From an optimization exercise on the open Yosys and OpenROAD flow, aimed at small area, a short achievable clock period and few clock cycles per item; shortcuts taken in it are not production practice.
Function was checked by simulation only, so behaviour that the tests miss may differ from the original.
No activity file was given, so power comes from the tool's default toggle rates.

==> flow/run.sh <==
#!/bin/bash
# synth_recipe.tcl (not shown) runs the flow's synth.tcl, then flattens the netlist and writes it again
# the make line also repeats each setting of config.mk as NAME=value (left out here)
make -C /OpenROAD-flow-scripts/flow DESIGN_CONFIG=/design/flow/config.mk WORK_HOME=/design/flow/orfs CLKGATE_MAP_FILE= SYNTH_SCRIPT=/design/flow/synth_recipe.tcl finish
==> flow/config.mk <==
export PLATFORM = sky130hd
export DESIGN_NAME = alu_seq
export DESIGN_NICKNAME = alu_seq
export VERILOG_FILES = /design/flow/design.v
export SDC_FILE = /design/flow/constraint.sdc
export NUM_CORES = 4
export LEC_CHECK = 0
export CAP_MARGIN = 20
export CORE_MARGIN = 2
export CORE_UTILIZATION = 40
export PLACE_DENSITY = 0.6
export SLEW_MARGIN = 20
==> flow/constraint.sdc <==
create_clock -name core_clock -period 8.0 [get_ports {clk_i}]
set_input_delay 1.6000 -clock core_clock [delete_from_list [all_inputs] [get_ports {clk_i}]]
set_output_delay 1.6000 -clock core_clock [all_outputs]
set_load 0.01 [all_outputs]
==> flow/design.v <==
module alu_seq #(
  parameter int XLEN = 64
) (
  input  logic            clk_i,
  input  logic            rst_n_i,
  input  logic            req_valid_i,
  output logic            req_ready_o,
  input  logic [3:0]      op_i,
  input  logic [XLEN-1:0] a_i,
  input  logic [XLEN-1:0] b_i,
  input  logic            cin_i,
  output logic            rsp_valid_o,
  input  logic            rsp_ready_i,
  output logic [XLEN-1:0] result_o,
  output logic            cflag_o,
  output logic            vflag_o,
  output logic            zflag_o
);
  localparam int SHW = $clog2(XLEN);
  localparam logic [3:0] OP_ADD  = 4'd0;
  localparam logic [3:0] OP_SUB  = 4'd1;
  localparam logic [3:0] OP_AND  = 4'd2;
  localparam logic [3:0] OP_XOR  = 4'd3;
  localparam logic [3:0] OP_SLL  = 4'd4;
  localparam logic [3:0] OP_SRL  = 4'd5;
  localparam logic [3:0] OP_SRA  = 4'd6;
  localparam logic [3:0] OP_SLTU = 4'd7;
  localparam logic [3:0] OP_SLT  = 4'd8;
  localparam logic [3:0] OP_MULU = 4'd9;
  localparam logic [3:0] OP_DIVU = 4'd10;
  localparam logic [3:0] OP_REMU = 4'd11;
  typedef enum logic [1:0] {IDLE, BUSY, DONE} state_t;
  typedef struct packed {
    logic [XLEN-1:0] res;
    logic            c;
    logic            v;
  } alu_out_t;
  state_t           state;
  state_t           state_next;
  logic             accept;
  logic             multi;
  logic             last_iter;
  logic [SHW-1:0]   cnt;
  logic [3:0]       op_q;
  logic [XLEN-1:0]  mcand;
  logic [XLEN-1:0]  mplier;
  logic [XLEN-1:0]  acc;
  logic [XLEN-1:0]  quo;
  logic [XLEN-1:0]  rem;
  logic [XLEN-1:0]  divisor;
  logic [XLEN-1:0]  acc_step;
  logic [XLEN:0]    rem_shift;
  logic [XLEN:0]    diff;
  logic [XLEN-1:0]  rem_step;
  logic [XLEN-1:0]  quo_step;
  logic [XLEN-1:0]  iter_res;
  alu_out_t         single;
  function automatic alu_out_t alu_fn(input logic [3:0]      op,
                                      input logic [XLEN-1:0] a,
                                      input logic [XLEN-1:0] b,
                                      input logic            cin);
    alu_out_t               o;
    logic [XLEN-1:0]        bb;
    logic                   ci;
    logic [XLEN:0]          sum;
    logic                   c;
    logic                   v;
    logic signed [XLEN-1:0] sa;
    logic [SHW-1:0]         shamt;
    bb    = (op == OP_ADD) ? b : ~b;
    ci    = (op == OP_ADD) ? cin : 1'b1;
    sum   = {1'b0, a} + {1'b0, bb} + {{XLEN{1'b0}}, ci};
    c     = sum[XLEN];
    v     = (a[XLEN-1] == bb[XLEN-1]) && (sum[XLEN-1] != a[XLEN-1]);
    sa    = a;
    shamt = b[SHW-1:0];
    o     = '0;
    case (op)
      OP_ADD, OP_SUB: begin
        o.res = sum[XLEN-1:0];
        o.c   = c;
        o.v   = v;
      end
      OP_AND: o.res = a & b;
      OP_XOR: o.res = a ^ b;
      OP_SLL: o.res = a << shamt;
      OP_SRL: o.res = a >> shamt;
      OP_SRA: o.res = sa >>> shamt;
      OP_SLTU: begin
        o.res = {{(XLEN-1){1'b0}}, ~c};
        o.c   = c;
        o.v   = v;
      end
      OP_SLT: begin
        o.res = {{(XLEN-1){1'b0}}, sum[XLEN-1] ^ v};
        o.c   = c;
        o.v   = v;
      end
      default: o = '0;
    endcase
    alu_fn = o;
  endfunction
  assign accept    = req_valid_i & req_ready_o;
  assign multi     = (op_i == OP_MULU) || (op_i == OP_DIVU) || (op_i == OP_REMU);
  assign last_iter = (state == BUSY) && (cnt == SHW'(XLEN - 1));
  assign single    = alu_fn(op_i, a_i, b_i, cin_i);
  always_comb begin
    acc_step  = mplier[0] ? (acc + mcand) : acc;
    rem_shift = {1'b0, rem[XLEN-1:0], quo[XLEN-1]};
    rem_shift = {rem, quo[XLEN-1]};
    diff      = rem_shift - {1'b0, divisor};
    rem_step  = diff[XLEN] ? rem_shift[XLEN-1:0] : diff[XLEN-1:0];
    quo_step  = {quo[XLEN-2:0], ~diff[XLEN]};
    case (op_q)
      OP_MULU: iter_res = acc_step;
      OP_DIVU: iter_res = quo_step;
      default: iter_res = rem_step;
    endcase
  end
  always_ff @(posedge clk_i or negedge rst_n_i) begin
    if (!rst_n_i) state <= IDLE;
    else          state <= state_next;
  end
  always_comb begin
    state_next = state;
    case (state)
      IDLE:    if (accept) state_next = multi ? BUSY : DONE;
      BUSY:    if (last_iter) state_next = DONE;
      DONE:    if (rsp_ready_i) state_next = IDLE;
      default: state_next = IDLE;
    endcase
  end
  always_comb begin
    req_ready_o = (state == IDLE);
    rsp_valid_o = (state == DONE);
  end
  always_ff @(posedge clk_i or negedge rst_n_i) begin
    if (!rst_n_i) begin
      cnt      <= '0;
      result_o <= '0;
      cflag_o  <= 1'b0;
      vflag_o  <= 1'b0;
      zflag_o  <= 1'b0;
    end else if (accept) begin
      cnt <= '0;
      if (!multi) begin
        result_o <= single.res;
        cflag_o  <= single.c;
        vflag_o  <= single.v;
        zflag_o  <= (single.res == '0);
      end
    end else if (state == BUSY) begin
      cnt <= cnt + SHW'(1);
      if (last_iter) begin
        result_o <= iter_res;
        cflag_o  <= 1'b0;
        vflag_o  <= 1'b0;
        zflag_o  <= (iter_res == '0);
      end
    end
  end
  always_ff @(posedge clk_i) begin
    if (accept) begin
      op_q    <= op_i;
      mcand   <= a_i;
      mplier  <= b_i;
      acc     <= '0;
      quo     <= a_i;
      rem     <= '0;
      divisor <= b_i;
    end else if (state == BUSY) begin
      mcand  <= mcand << 1;
      mplier <= mplier >> 1;
      acc    <= acc_step;
      quo    <= quo_step;
      rem    <= rem_step;
    end
  end
endmodule
==> flow_summary.toml <==
[place]
placedCellCount = 7375
place_ws_ps = 241.0
portBuffers = 205
place.gp.congestion = 1.090
place_hpwl_um = 228000

[timing]
worst_slack_ps = 645.6
clock.fmax_mhz = 136.0
fin_crit_ps = 7354
setup_violations = 0
rsz0062_at_grt = "false"
clock_skew_ps = 46.68
drv_slew = 0
post-route-period-util_pct = 91.93
fin_setup_tns_ps = 0
maxSlewHeadroom_pct = 12.02
hold_violations = 0
worstMarginPinSlew_ps = 1314

[synthesis]
synth-edff-count = 260
async_flop_share_pct = 16.20
synth_top_cell_by_area = "edfxtp_1"
yosysTopAreaCellShare_pct = 16.73
synthCells = 5696
yosys_warnings = 1
synth_fp_nets = 6093
post-synth-top-count-cell = "nand2_1"
seq_area_frac_synth_pct = 26.25
ys_types = 106
syn_avg_cell_area_um2 = 8.191
ys_top_cells_by_count = "nand2_1 (1,068), a21oi_1 (381), nor2_1 (376)"
ys_ff_latch = 463
syn_area_um2 = 46660
synthFlopType = "edfxtp_1"
synth_area_leaders = "edfxtp_1 (17%), nand2_1 (8.6%), mux4_2 (7.3%)"

[detailed_routing]
routed_wl_um = 294200
firstDrtPassIters = 6
final_antenna_net_count = 0
dr_wl_met2_um = 118900
via_per_inst = 6.975
wire_per_inst_um = 39.22
drtIter0Drc = 7733
drc = 0
wl_met3_um = 34630
vias = 52320
highest_layer = "met5"
wl_met1_um = 111700

[clock_network]
clkSinkCount = 463
hold_buffers = 0
clock_latency_ps = 690
cts_buffer_depth = 3
htree_num_levels = 2
cts_tree = "done"
cts_made_buffers = 56
cts-resized-gates = 0
clockRootBuffer = "clkbuf_16"
cts.reportedPaths.clkPinSlew_ps = 60
post-cts-setup-buffers = 0

[global_route]
grt_overflow = 0
antenna_found_initial = 38
grt_usage_pct = 47.41
grt_pass1_wl_um = 397200
grt_start_max_net_pins = 118
grt_pass1_vias = 48150

[floorplanning]
io_pins = 206
start_util_pct = 40.26
die_width_um = 345.5
dieHeight_um = 345.5
core_um2 = 115900
rows = 125
die-area_um2 = 119400

[worst_setup_path]
crit_path_end_kind = "register"
cpPeakStageDelay_ps = 650
required_ps = 8590
setup.worst_path.start_class = "input pin"
critPathMaxFanout = 33
cp_cell_sequence = "clkdlybuf4s50_1 > nor4_4 > buf_12 > buf_12 > xnor2_1 > ha_1 > a21oi_1 > o21a_1 > mux2i_1 > a222oi_1 > o211ai_1 > a221o_1 > a21oi_1 > and4_1 > nor4bb_1 > nand3_1 > or4_1 > nor4_1 > nand4_1 > o211ai_1"
worstSetupPathType = "input pin to register"
slowest_stage = "a222oi_1"
cp.arrival_ps = 7940

[layout]
area_growth_pct = 15.89
final_nets = 6308
instances_no_fill = 7501
seq_area_um2 = 12250
drive_gt1_share_pct = 14.40
nFillCells = 11450
multi_input_area_um2 = 31970

[flow_run]
drv_cap = 0

[worst_hold_path]
min_path_type = "register to register"

[pwr]
leakage_nw = 22.13
power_density_nw_per_um2 = 285.7
peakVddDrop_v = 0.0002598

[status]
status = "finished clean"
[worst max-delay path, delay by kind of cell]
kind | cells | cell delay, ps
compound gates | 7 | 2390
simple gates | 7 | 2430
buf+inv | 3 | 1040
mux | 1 | 80
xor+xnor | 1 | 110
fa+ha+maj | 1 | 220
[power breakdown]
part           internal, mW  switching [mW]  total [mW]
Sequential             3.51           0.644        4.15
Combinational          2.89            5.76        8.65
Clock                  1.47            1.18        2.65
[metrics by stage]
step	total power [mW]	hold WS, ps	util, %	area, µm²
global placement	12.45	462.2	44.94	52090
global route	16.03	508.9	46.62	54030
finish	15.45	483.8	46.66	54070
floorplan	9.060	445.6	-	46660
detailed placement	12.48	474.6	44.96	52110
CTS	15.15	484.0	46.56	53960
[path summary, 6_finish.rpt]
kind                                            from                        to  slack (ps)  depth (start not counted)
worst max-delay path                         op_i[1]       zflag_o$_DFFE_PN0P_         650                         20
worst min-delay path            rem[44]$_SDFFE_PP0P_      rem[44]$_SDFFE_PP0P_         480                          2
worst max register to register     quo[63]$_DFFE_PP_       zflag_o$_DFFE_PN0P_        1330                         18
worst min register to register  rem[44]$_SDFFE_PP0P_      rem[44]$_SDFFE_PP0P_         480                          2
max in group asynchronous                    rst_n_i  result_o[19]$_DFFE_PN0P_        6540                          2
min in group asynchronous                    rst_n_i  result_o[33]$_DFFE_PN0P_         810                          1
[routing by layer]
layer	vias up	track usage, %
met5	-	0
met4	14	37.83
met3	1026	13.38
met2	3994	67.65
met1	25490	59.80
li1	21800	-
[layout by cell type, fill, tap and decap left out, types with 115 or more instances in the layout]
master           instances
a21oi_1                380
buf_4                  415
clkdlybuf4s50_1        196
dfxtp_1                128
edfxtp_1               260
ha_1                   256
inv_1                  133
mux2i_1                219
mux4_2                 151
nand2_1               1066
nand3_1                115
nor2_1                 364
o21ai_0                371
xnor2_1                152
[final cells by class]
class                   instances  area share, %
flip-flops and latches        463          22.65
clock inverters                40         0.6733
diodes                         18        0.08330
inverters                     140         0.9950
multi-input cells            4613          59.13
well taps                    1524          3.526
repair buffers                637          10.19
clock buffers                  66          2.756
[registers in the layout, summed over array words and instances (netlist names)]
signal / flops
quo: 64
mplier: 64
cflag_o: 1
vflag_o: 1
state: 2
result_o: 64
acc: 64
cnt: 6
mcand: 64
zflag_o: 1
op_q: 4
divisor: 64
rem: 64
[cell families after synthesis]
kind of cell	count (synthesis)	share of synthesized area [%]
flops	463	26.25
mux	439	13.68
simple gates	2016	19.04
compound gates	1683	24.36
fa+ha+maj	260	7.037
buf+inv	620	5.605
xor+xnor	215	4.036
Testbench counts, summed over its fixed seeds: cycles 34,816, items 2,048.

## what the ideal ports hide
The flow's constraints put no driver on any port. The routed layout listed below was extracted and timed again, unchanged, in two steps.
Step 1 assumes that a clkbuf_16 drives the clock port and a buf_2 every other input.
Step 2 adds t to the input delays and takes it off the output delays; t is the mean of the earliest and latest rising clock arrival at the registers after step 1. Input paths then give back, and output paths get back, about the clock's delay inside the block.
Slacks: ideal / step 1 / step 2; pairs: ideal / step 1.
t (ns): 0.752
slack for setup (ns): 0.646 / 0.706 / -0.046
clock arrival spread, ns: 0.053 / 0.054
With both steps, setup timing fails in this run, where it was met with ideal ports. The setup slack of this run moves by +0.060 ns with the drivers and by -0.692 ns with both steps.
